What follows belongs to an exercise in optimizing a design on an open flow for small area; a production flow would make more cautious choices.
Only simulation tests tie the RTL to the original design; equivalence was not proved.
Power is estimated from default activity; no workload was simulated.

## flow/design.v

```verilog
`timescale 1ns / 1ps
package ppcm_pkg;
	localparam int FS_BITS = 12;
	localparam int NUM_KNOBS   = 3;
	localparam int NUM_PRESETS = 32;
	localparam int VAL_W       = 8;
	localparam int STORE_BITS  = NUM_KNOBS * NUM_PRESETS * VAL_W;
	localparam int MAX_DEPTH = 100;
endpackage
`timescale 1ns / 1ps
module ppcm_ram (
	input  logic                       clk,
	input  logic                       we,
	input  logic [ppcm_pkg::VAL_W-1:0] wdata,
	output logic [ppcm_pkg::VAL_W-1:0] head
);
	localparam int W = ppcm_pkg::VAL_W;
	localparam int N = ppcm_pkg::STORE_BITS;
	logic [N-1:0] ring_q;
	always_ff @(posedge clk) begin
		ring_q <= {(we ? wdata : ring_q[W-1:0]), ring_q[N-1:W]};
	end
	assign head = ring_q[W-1:0];
endmodule
`timescale 1ns / 1ps
module ppcm_lvl_div (
	input  logic [8:0] a,
	input  logic [8:0] b,
	input  logic       cin,
	output logic [9:0] sum
);
	assign sum = {1'b0, a} + {1'b0, b} + {9'd0, cin};
endmodule
`timescale 1ns / 1ps
module pot_pickup_cv_mixer (
	input  logic        clk,
	input  logic        arst_n,
	input  logic        in_valid,
	output logic        in_ready,
	input  logic [1:0]  in_kind,
	input  logic [4:0]  in_preset,
	input  logic [1:0]  in_knob,
	input  logic [11:0] in_knob_reading,
	input  logic [11:0] in_cv_reading,
	input  logic [7:0]  in_range_low,
	input  logic [7:0]  in_range_high,
	input  logic [7:0]  in_load_value,
	output logic        out_valid,
	input  logic        out_ready,
	output logic [11:0] out_drive_level,
	output logic [7:0]  out_param_value,
	output logic        out_picked_up,
	input  logic        cfg_we,
	input  logic [1:0]  cfg_index,
	input  logic [6:0]  cfg_data
);
	localparam logic [4:0]
		ST_IDLE   = 5'd0,
		ST_LDC    = 5'd1,    
		ST_MULD   = 5'd2,    
		ST_DIV100 = 5'd3,    
		ST_LVC    = 5'd4,    
		ST_MULC   = 5'd5,    
		ST_FINC   = 5'd6,    
		ST_VVC    = 5'd7,    
		ST_INITH  = 5'd8,    
		ST_DIV200 = 5'd9,    
		ST_LVH    = 5'd10,   
		ST_MULH   = 5'd11,   
		ST_FINH   = 5'd12,   
		ST_VVH    = 5'd13,   
		ST_CLIPD  = 5'd14,   
		ST_LDP    = 5'd15,   
		ST_MULP   = 5'd16,   
		ST_FINP   = 5'd17,   
		ST_VVP    = 5'd18,   
		ST_CLIPV  = 5'd19,   
		ST_HEAD   = 5'd20,   
		ST_CMP    = 5'd21,   
		ST_DIVM   = 5'd22,   
		ST_LVM    = 5'd23,   
		ST_WAIT   = 5'd24;   
	logic [4:0] st_q;
	logic [3:0] cnt_q;
	logic       last;
	logic [1:0] cv_mode_q;
	logic [1:0] cv_target_q;
	logic [6:0] d_q;
	logic [2:0] flags_q;
	logic       out_valid_q;
	logic [4:0] pos_p_q;
	logic [1:0] pos_k_q;
	logic [7:0]  h_q;
	logic [11:0] l_q;
	logic [9:0]  vv_q;
	logic [13:0] lv_q;
	logic        pu_q;
	logic [7:0] head;
	logic       at_entry;
	logic       take, we;
	logic [7:0] wdata;
	logic [8:0] span;
	logic       neg;
	logic [7:0] ms;
	logic       ms_zero;
	logic       cv_sel, mix, mode2, knob3;
	logic       flag_cur, hit, flag_new;
	logic [8:0] add_a, add_b;
	logic       add_ci;
	logic [9:0] add_s;
	logic       corr, qnz;
	logic [7:0] fin8;
	logic [7:0] mul_m, div_d;
	always_comb begin
		span    = {1'b0, in_range_high} - {1'b0, in_range_low};
		neg     = span[8];
		ms      = neg ? 8'(-span) : span[7:0];
		ms_zero = ms == 8'd0;
		knob3   = in_knob == 2'd3;
		cv_sel  = (cv_target_q == in_knob) && (d_q != 7'd0);
		mix     = cv_sel && (cv_mode_q == 2'd1 || cv_mode_q == 2'd2);
		mode2   = cv_mode_q == 2'd2;
		flag_cur = flags_q[in_knob];
		at_entry = (pos_p_q == in_preset) && (pos_k_q == in_knob);
		last    = cnt_q == 4'd11;
	end
	always_comb begin
		mul_m = (st_q == ST_MULD) ? {1'b0, d_q} : ms;
		unique case (st_q)
			ST_DIV100: div_d = 8'd100;
			ST_DIV200: div_d = 8'd200;
			default:   div_d = ms;
		endcase
	end
	always_comb begin
		corr = (l_q[11:8] == 4'hF) && ({1'b0, h_q} + {1'b0, l_q[7:0]} >= 9'd255);
		qnz  = (h_q != 8'd0) || corr;
	end
	always_comb begin
		add_a  = {1'b0, h_q};
		add_b  = 9'd0;
		add_ci = 1'b0;
		unique case (st_q)
			ST_MULD, ST_MULC, ST_MULH, ST_MULP: begin
				add_b = l_q[0] ? {1'b0, mul_m} : 9'd0;
			end
			ST_DIV100, ST_DIV200, ST_DIVM: begin
				add_a  = {h_q, l_q[11]};
				add_b  = ~{1'b0, div_d};
				add_ci = 1'b1;
			end
			ST_FINC, ST_FINH, ST_FINP: begin
				add_b  = {1'b0, in_range_low};
				add_ci = corr;
			end
			ST_INITH: begin
				add_a = 9'h0FF;
				add_b = {2'b00, d_q};
			end
			ST_HEAD: begin
				add_a = {1'b0, head ^ {8{neg}}};
				add_b = {1'b0, in_range_low ^ {8{~neg}}};
			end
			ST_CMP: begin
				add_b  = ~{1'b0, ms};
				add_ci = 1'b1;
			end
			default: ;
		endcase
	end
	ppcm_lvl_div u_add (
		.a   (add_a),
		.b   (add_b),
		.cin (add_ci),
		.sum (add_s)
	);
	always_comb begin
		fin8 = neg ? (qnz ? in_range_low : in_range_high) : add_s[7:0];
	end
	always_comb begin
		hit      = (st_q == ST_HEAD) && (h_q == head);
		flag_new = flag_cur || hit;
	end
	always_comb begin
		take  = 1'b0;
		we    = 1'b0;
		wdata = vv_q[7:0];
		if (st_q == ST_WAIT) begin
			take = knob3 || at_entry;
			we   = !knob3 && at_entry && in_kind == 2'd1;
			wdata = in_load_value;
		end else if (st_q == ST_HEAD && at_entry) begin
			take = cv_sel || flag_new || ms_zero;
			we   = cv_sel || flag_new;
		end
		in_ready = take;
	end
	ppcm_ram u_ram (
		.clk   (clk),
		.we    (we),
		.wdata (wdata),
		.head  (head)
	);
	always_ff @(posedge clk or negedge arst_n) begin
		if (!arst_n) begin
			pos_p_q <= '0;
			pos_k_q <= '0;
		end else begin
			if (pos_k_q == 2'd2) begin
				pos_k_q <= 2'd0;
				pos_p_q <= pos_p_q + 5'd1;
			end else begin
				pos_k_q <= pos_k_q + 2'd1;
			end
		end
	end
	always_ff @(posedge clk or negedge arst_n) begin
		if (!arst_n) begin
			cv_mode_q   <= '0;
			cv_target_q <= '0;
			d_q         <= '0;
		end else if (cfg_we) begin
			unique case (cfg_index)
				2'd0: cv_mode_q   <= cfg_data[1:0];
				2'd1: cv_target_q <= cfg_data[1:0];
				2'd2: d_q         <= (cfg_data > 7'd100) ? 7'd100 : cfg_data;
				default: ;
			endcase
		end
	end
	always_ff @(posedge clk or negedge arst_n) begin
		if (!arst_n) begin
			st_q  <= ST_IDLE;
			cnt_q <= '0;
		end else begin
			cnt_q <= '0;
			unique case (st_q)
				ST_IDLE: if (in_valid && !out_valid_q) begin
					if (in_kind != 2'd0 || knob3) st_q <= ST_WAIT;
					else if (mix)                 st_q <= ST_LDC;
					else                          st_q <= ST_LDP;
				end
				ST_MULD, ST_DIV100, ST_MULC, ST_DIV200, ST_MULH, ST_MULP, ST_DIVM: begin
					cnt_q <= cnt_q + 4'd1;
					if (last) begin
						cnt_q <= '0;
						st_q  <= st_q + 5'd1;
					end
				end
				ST_VVC:   st_q <= mode2 ? ST_INITH : ST_LDP;
				ST_CLIPV: st_q <= ST_HEAD;
				ST_VVP:   st_q <= mix ? ST_CLIPV : ST_HEAD;
				ST_HEAD: if (at_entry) begin
					if (take)            st_q <= ST_IDLE;
					else if (add_s[8])   st_q <= ST_CMP;
					else                 st_q <= ST_WAIT;
				end
				ST_CMP:   st_q <= add_s[9] ? ST_WAIT : ST_DIVM;
				ST_LVM:   st_q <= ST_WAIT;
				ST_WAIT:  if (take) st_q <= ST_IDLE;
				default:  st_q <= st_q + 5'd1;
			endcase
		end
	end
	always_ff @(posedge clk) begin
		unique case (st_q)
			ST_LDC: begin
				h_q <= '0;
				l_q <= in_cv_reading;
			end
			ST_LDP: begin
				h_q <= '0;
				l_q <= in_knob_reading;
			end
			ST_LVC, ST_LVH: h_q <= '0;
			ST_MULD, ST_MULC, ST_MULH, ST_MULP: begin
				h_q <= add_s[8:1];
				l_q <= {add_s[0], l_q[11:1]};
			end
			ST_DIV100, ST_DIV200, ST_DIVM: begin
				h_q <= add_s[9] ? add_s[7:0] : {h_q[6:0], l_q[11]};
				l_q <= {l_q[10:0], add_s[9]};
			end
			ST_FINC, ST_FINH, ST_FINP: h_q <= fin8;
			ST_INITH: begin
				h_q <= add_s[7:0];
				l_q <= {4'hF, ~add_s[7:0]};
			end
			ST_HEAD: if (at_entry) begin
				h_q <= add_s[7:0];
				l_q <= {4'hF, ~add_s[7:0]};
			end
			default: ;
		endcase
	end
	logic signed [9:0] vv_s, vv_hi, vv_lo;
	always_comb begin
		vv_s  = $signed(vv_q);
		vv_hi = $signed({2'b00, in_range_high});
		vv_lo = $signed({2'b00, in_range_low});
	end
	always_ff @(posedge clk) begin
		unique case (st_q)
			ST_VVC: vv_q <= {2'b00, h_q};
			ST_VVH: vv_q <= vv_q - {2'b00, h_q};
			ST_CLIPD: begin
				if (vv_s > vv_hi)       vv_q <= vv_hi;
				else if (vv_s < -vv_hi) vv_q <= -vv_hi;
			end
			ST_VVP: vv_q <= mix ? vv_q + {2'b00, h_q} : {2'b00, h_q};
			ST_CLIPV: begin
				if (vv_s < vv_lo)       vv_q <= vv_lo;
				else if (vv_s > vv_hi)  vv_q <= vv_hi;
			end
			ST_HEAD: if (at_entry && !take) vv_q <= {2'b00, head};
			default: ;
		endcase
		if (take) begin
			if (knob3)                   vv_q <= '0;
			else if (st_q == ST_WAIT)    vv_q <= (in_kind == 2'd1) ? {2'b00, in_load_value}
			                                                       : {2'b00, head};
			else if (!we)                vv_q <= {2'b00, head};
		end
	end
	always_ff @(posedge clk) begin
		unique case (st_q)
			ST_LVC: lv_q <= {2'b00, in_knob_reading} + {2'b00, l_q};
			ST_LVH: lv_q <= lv_q - {2'b00, l_q};
			ST_LVM: lv_q <= {2'b00, l_q};
			ST_CMP: lv_q <= add_s[9] ? 14'h0FFF : lv_q;
			ST_HEAD: if (at_entry) begin
				if (!mix && (cv_sel || flag_new)) lv_q <= {2'b00, in_knob_reading};
				else if (!mix)                    lv_q <= '0;
			end
			ST_WAIT: if (in_kind != 2'd0 || knob3) lv_q <= '0;
			default: ;
		endcase
	end
	always_ff @(posedge clk or negedge arst_n) begin
		if (!arst_n) begin
			flags_q <= '0;
		end else if (take) begin
			if (in_kind == 2'd2)
				flags_q <= '0;
			else if (in_kind == 2'd0 && !knob3 && hit)
				flags_q[in_knob] <= 1'b1;
		end
	end
	always_ff @(posedge clk) begin
		if (take) begin
			if (knob3 || in_kind == 2'd2) pu_q <= 1'b0;
			else if (in_kind == 2'd0)     pu_q <= flag_new;
			else                          pu_q <= flag_cur;
		end
	end
	always_ff @(posedge clk or negedge arst_n) begin
		if (!arst_n) begin
			out_valid_q <= 1'b0;
		end else if (take) begin
			out_valid_q <= 1'b1;
		end else if (out_ready) begin
			out_valid_q <= 1'b0;
		end
	end
	assign out_valid       = out_valid_q;
	assign out_param_value = vv_q[7:0];
	assign out_picked_up   = pu_q;
	assign out_drive_level = lv_q[13] ? 12'd0 : (lv_q[12] ? 12'hFFF : lv_q[11:0]);
endmodule
```

## flow/run.sh

```bash
#!/bin/bash
# synth_recipe.tcl (not shown) runs the flow's synth.tcl, then flattens the netlist and writes it again
# the make line also repeats each setting of config.mk as NAME=value (left out here)
make -C /OpenROAD-flow-scripts/flow DESIGN_CONFIG=/design/flow/config.mk WORK_HOME=/design/flow/orfs CLKGATE_MAP_FILE= SYNTH_SCRIPT=/design/flow/synth_recipe.tcl finish
```

## flow/config.mk

```make
export PLATFORM = sky130hd
export DESIGN_NAME = pot_pickup_cv_mixer
export DESIGN_NICKNAME = pot_pickup_cv_mixer
export VERILOG_FILES = /design/flow/design.v
export SDC_FILE = /design/flow/constraint.sdc
export NUM_CORES = 4
export LEC_CHECK = 0
export CAP_MARGIN = 20
export CORE_MARGIN = 2
export CORE_UTILIZATION = 40
export SLEW_MARGIN = 20
```

## flow/constraint.sdc

```tcl
create_clock -name core_clock -period 12.0 [get_ports {clk}]
set_input_delay 2.4000 -clock core_clock [delete_from_list [all_inputs] [get_ports {clk}]]
set_output_delay 2.4000 -clock core_clock [all_outputs]
set_load 0.01 [all_outputs]
```

==> results_tabular.tex <==
\begin{tabular}{lr}
\hline
Metric & Value \\
\hline
\multicolumn{2}{l}{\textbf{Outcome}} \\
Status & finished clean \\
\multicolumn{2}{l}{\textbf{Worst hold path}} \\
Startpoint of the tightest hold check path & u\_ram.ring\_q[755] \\
HP Class & reg2reg \\
Cell count of the worst hold path & 0 \\
\multicolumn{2}{l}{\textbf{Power}} \\
NetSw & 2930 µW \\
Power density of the placed cells & around 280 mW/mm² \\
Leakage power & 0.0121 µW \\
Clk network pwr share & 0.297 \\
VDD IR-drop max & between 0.1 and 0.15 mV \\
Cell-internal power & 5540 µW \\
Relative contribution of combinational cells to total power & 0.318 \\
Switch share & 0.346 \\
Final total power & approximately 8500 µW \\
Part of the power in registers & 0.385 \\
\multicolumn{2}{l}{\textbf{Drt}} \\
Count of nets left with antenna violations after detail routing & 0 \\
Detailed-route wire length per cell & 18.9 µm \\
Via count normalized by instance count & 5.17 \\
DR iter-0 viols & 1413 \\
Total wire length & approximately 58 mm \\
\# DRC & 0 \\
Routed vias & between 15000 and 20000 \\
DRT Pass-1 Iters & 5 \\
\multicolumn{2}{l}{\textbf{Worst setup path}} \\
Critical Path Sink Type & output pin \\
Top fanout value on the critical path & 17 \\
Cell count of the worst reg-to-reg path & 19 \\
Worst reg2reg path startpoint & st\_q[4] \\
Data arrival time of the critical path & 7570 ps \\
Timing endpoint of the critical path & in\_ready \\
R2r endpoint & lv\_q[0] \\
CP Data Required Time & 9600 ps \\
Start-to-end type of the worst setup path & in2out \\
CP startpoint kind & primary input \\
Reg-to-reg slack, setup & 5350 ps \\
Critical path startpoint & in\_range\_high[0] \\
\multicolumn{2}{l}{\textbf{Layout}} \\
Final layout net count & between 2000 and 2500 \\
Layout overhead on the synthesized area & 17.6\% \\
Diode insertion count for antenna repair & 0 \\
Layout cell share with drive strength beyond 1 & 0.0919 \\
\multicolumn{2}{l}{\textbf{Yosys}} \\
Flops \& latches, synth & about 840 \\
Number of standard cells after synthesis & 2048 \\
Mapped Nets & 2225 \\
Combined area of all synthesized cells & 0.0256 mm² \\
Most used DFF post-synth & sky130\_fd\_sc\_hd\_\_dfxtp\_1 \\
EDFF count, synth & 35 \\
Share of the synthesized area in the top cell type & 0.609 \\
Syn avg cell area & 12.5 µm² \\
Count of yosys warnings during synthesis & 2 \\
Leading cell types by total area after synthesis & sky130\_fd\_sc\_hd\_\_dfxtp\_1 61\%, sky130\_fd\_sc\_hd\_\_ha\_1 4.8\%, sky130\_fd\_sc\_hd\_\_edfxtp\_1 4.1\% \\
Proportion of synthesized chip area in sequential cells & 0.680 \\
Async S/R FF share, synth & 0.0367 \\
Library cells used by synthesis & about 110 \\
Top cell type by total area after synthesis & sky130\_fd\_sc\_hd\_\_dfxtp\_1 \\
\multicolumn{2}{l}{\textbf{STA}} \\
Final worst-path cycle share & 0.831 \\
Endpoints failing hold & 0 \\
Peak Freq & 100 MHz \\
Slew at the pin closest to its max-slew limit & 1000 ps \\
Setup repair after global routing missed its margin & false \\
Final setup violation count & 0 \\
Normalized max-slew margin & 0.327 \\
Final TNS setup & 0 ps \\
Min Clock Period, post-route & 9970 ps \\
Clock Skews & 30.8 ps \\
Worst hold slack after final layout & 319 ps \\
Fin. max-slew vios & 0 \\
\multicolumn{2}{l}{\textbf{Global route}} \\
Global-route track usage on met3 & 0.0370 \\
Total GRT Usage & 0.175 \\
Initial antenna violation count & 0 \\
First-pass GRT wire length & 90.6 mm \\
GR peak layer & met1 \\
Largest net degree at the start of global routing & 32 \\
Met1 Track Usage GR & 0.265 \\
Number of global-route vias before repair & around 16000 \\
Met2 GRT Util & 0.251 \\
Congestion Overflow GR & 0 \\
\multicolumn{2}{l}{\textbf{CTS}} \\
Gates resized, CTS repair & 0 \\
Clk Latency, worst-skew pair & about 610 ps \\
Clock slew at reported path FFs & 60 ps \\
H-tree depth & 3 \\
Setup fix buffers added after clock tree synthesis & 0 \\
TritonCTS Buffers & 77 \\
Largest buffer count on any clock path & 3 \\
CTS tree & yes \\
Root buf cell & sky130\_fd\_sc\_hd\_\_clkbuf\_16 \\
\# hold bufs at CTS & 0 \\
Count of clock tree sinks & 844 \\
\multicolumn{2}{l}{\textbf{Flow run}} \\
Max cap viols & 0 \\
\multicolumn{2}{l}{\textbf{Place}} \\
Detailed placement HPWL & 40.4 mm \\
Number of port buffers & just over 90 \\
Final weighted congestion in routability-driven placement & between 0.9 and 1 \\
\multicolumn{2}{l}{\textbf{Floorplanning}} \\
Initial Utilization & 0.405 \\
Vertical die dimension & 257 µm \\
Number of top-level design ports & 94 \\
Floorplan die width & around 260 µm \\
Core Area & $\sim$0.063 mm² \\
Standard-cell row count & 92 \\
Die outline area & 0.0660 mm² \\
\hline
\end{tabular}
[final cells by class]
cell class / instances / area, µm²
timing repair buffer: 114 / 1090
clock inverter: 41 / 467
sequential: 844 / 17400
tap: 846 / 1060
fill: 5562 / 33100
clock buffer: 102 / 2210
inverter: 78 / 293
multi-input combinational: 1063 / 7560
[metrics by stage]
| step | instances | utilization | setup WS (ps) | cell area, µm² |
|---|---|---|---|---|
| 6_report | 3088 | 0.476 | 2030 | 30100 |
| 4_1_cts | 3088 | 0.476 | 2090 | 30100 |
| 3_3_place_gp | 2945 | 0.434 | 2200 | 27400 |
| 3_5_place_dp | 2945 | 0.434 | 2120 | 27400 |
| 2_1_floorplan | 2048 | - | 3100 | 25600 |
| 5_1_grt | 3088 | 0.476 | 1790 | 30100 |
[cells by family after synthesis]
family / Yosys count / synth area share
flip-flops: 844 / 0.680
AO/OA/AOI/OAI: 451 / 0.123
AND/OR/NAND/NOR: 386 / 0.0737
buffers and inverters: 141 / 0.0246
adder cells (fa/ha/maj): 106 / 0.0542
XOR/XNOR: 73 / 0.0253
multiplexers: 47 / 0.0189
[flip-flops by register name, indices dropped and copies added, names as in the netlist, 2 cells and up]
register,flops
cnt_q,4
cv_mode_q,2
cv_target_q,2
d_q,7
flags_q,3
h_q,8
l_q,12
lv_q,14
pos_k_q,2
pos_p_q,5
st_q,5
u_ram.ring_q,768
vv_q,10
[cells in the final DEF, fill, tap and decap left out, types with 9 or more instances in the layout]
master and n:
sky130_fd_sc_hd__mux2i_1 36, sky130_fd_sc_hd__clkbuf_8 13, sky130_fd_sc_hd__a222oi_1 10, sky130_fd_sc_hd__inv_1 76, sky130_fd_sc_hd__dfxtp_1 778, sky130_fd_sc_hd__clkdlybuf4s50_1 93, sky130_fd_sc_hd__a21oi_1 106, sky130_fd_sc_hd__clkbuf_16 80
sky130_fd_sc_hd__nand3_1 23, sky130_fd_sc_hd__a21o_1 15, sky130_fd_sc_hd__edfxtp_1 35, sky130_fd_sc_hd__a31oi_1 14, sky130_fd_sc_hd__o211ai_1 22, sky130_fd_sc_hd__o21a_1 17, sky130_fd_sc_hd__xnor2_1 45, sky130_fd_sc_hd__nor2_1 124
sky130_fd_sc_hd__nor2b_1 15, sky130_fd_sc_hd__nand2b_1 13, sky130_fd_sc_hd__ha_1 98, sky130_fd_sc_hd__dfrtp_1 31, sky130_fd_sc_hd__o221ai_1 16, sky130_fd_sc_hd__and3_1 10, sky130_fd_sc_hd__a211oi_1 14, sky130_fd_sc_hd__a221oi_1 25
sky130_fd_sc_hd__mux2_2 11, sky130_fd_sc_hd__nand2_1 102, sky130_fd_sc_hd__clkinv_2 16, sky130_fd_sc_hd__or3_1 9, sky130_fd_sc_hd__xor2_1 27, sky130_fd_sc_hd__clkbuf_1 9, sky130_fd_sc_hd__buf_4 21, sky130_fd_sc_hd__nand4_1 14
sky130_fd_sc_hd__o22ai_1 11, sky130_fd_sc_hd__o21ai_0 87, sky130_fd_sc_hd__nor3_1 22
[worst min-delay path by stage]
stage | endpoint | slack (ps)
finish | u_ram.ring_q[747] | 320
global route | u_ram.ring_q[154] | 320
CTS | u_ram.ring_q[475] | 320
detailed placement | u_ram.ring_q[132] | 310
global placement | u_ram.ring_q[698] | 310
floorplan | u_ram.ring_q[0] | 310
[cell usage after synthesis (8+ instances only)]
master / n
sky130_fd_sc_hd__nor2_1: 125
sky130_fd_sc_hd__nand2_1: 102
sky130_fd_sc_hd__clkbuf_1: 40
sky130_fd_sc_hd__nor2b_1: 15
sky130_fd_sc_hd__o31ai_1: 8
sky130_fd_sc_hd__o211ai_1: 22
sky130_fd_sc_hd__mux2_2: 11
sky130_fd_sc_hd__xor2_1: 27
sky130_fd_sc_hd__a31oi_1: 14
sky130_fd_sc_hd__o22ai_1: 11
sky130_fd_sc_hd__or3_1: 9
sky130_fd_sc_hd__nand3_1: 23
sky130_fd_sc_hd__and3_1: 10
sky130_fd_sc_hd__dfrtp_1: 31
sky130_fd_sc_hd__mux2i_1: 36
sky130_fd_sc_hd__inv_1: 76
sky130_fd_sc_hd__a21o_1: 15
sky130_fd_sc_hd__nand2b_1: 13
sky130_fd_sc_hd__nor3_1: 22
sky130_fd_sc_hd__a21oi_1: 106
sky130_fd_sc_hd__o21ai_0: 87
sky130_fd_sc_hd__o221ai_1: 16
sky130_fd_sc_hd__a211oi_1: 14
sky130_fd_sc_hd__nand4_1: 14
sky130_fd_sc_hd__ha_1: 98
sky130_fd_sc_hd__nand3b_1: 8
sky130_fd_sc_hd__dfxtp_1: 778
sky130_fd_sc_hd__buf_4: 9
sky130_fd_sc_hd__a222oi_1: 10
sky130_fd_sc_hd__o21a_1: 17
sky130_fd_sc_hd__xnor2_1: 45
sky130_fd_sc_hd__a221oi_1: 25
sky130_fd_sc_hd__fa_1: 8
sky130_fd_sc_hd__edfxtp_1: 35
[layer usage]
layer,part of all wire,wire length (µm)
met5,0,0
met4,0.023,1350
met3,0.076,4430
met2,0.41,23900
met1,0.49,28600
[power by group through the flow]
stage	clock network [µW]	logic (µW)	registers, µW
2_1_floorplan	0	1880	3170
3_3_place_gp	0	2580	3310
3_5_place_dp	0	2610	3310
4_1_cts	2580	2630	3250
5_1_grt	2700	2910	3270
6_report	2510	2690	3260
[worst max-delay path, cell delays in order]
cell and delay [ps]:
sky130_fd_sc_hd__clkdlybuf4s50_1 550, sky130_fd_sc_hd__inv_1 240, sky130_fd_sc_hd__ha_1 200, sky130_fd_sc_hd__inv_1 50, sky130_fd_sc_hd__fa_1 420, sky130_fd_sc_hd__a211oi_2 380, sky130_fd_sc_hd__o21ai_2 150, sky130_fd_sc_hd__a31oi_4 690
sky130_fd_sc_hd__nand2_2 160, sky130_fd_sc_hd__a211o_1 370, sky130_fd_sc_hd__a2111oi_2 380, sky130_fd_sc_hd__nand2_1 190, sky130_fd_sc_hd__a32o_2 420, sky130_fd_sc_hd__inv_2 330, sky130_fd_sc_hd__clkdlybuf4s50_1 610

[port drivers added, routing unchanged]
No port has a modelled driver above. Below, the same layout with a new extraction and two added sets of constraints.
Step 1: set_driving_cell puts a clkbuf_16 on clk and a buf_2 on each other input, an assumption about the parent block.
Step 2 times the ports against the registers' clock, not the clock port: input delays grow and output delays shrink by t, the midpoint of the rising clock arrivals with the driver on.
Three values: ideal, step 1, step 2; two values: the first two.
shift t [ns]: 0.650
slack for setup (ns): 2.026 / 2.004 / 2.004
latest minus earliest clock arrival (ns): 0.033 / 0.034
After both steps this run still meets setup and hold. The setup slack of this run moves by -0.022 ns with the drivers and by -0.022 ns with both steps.
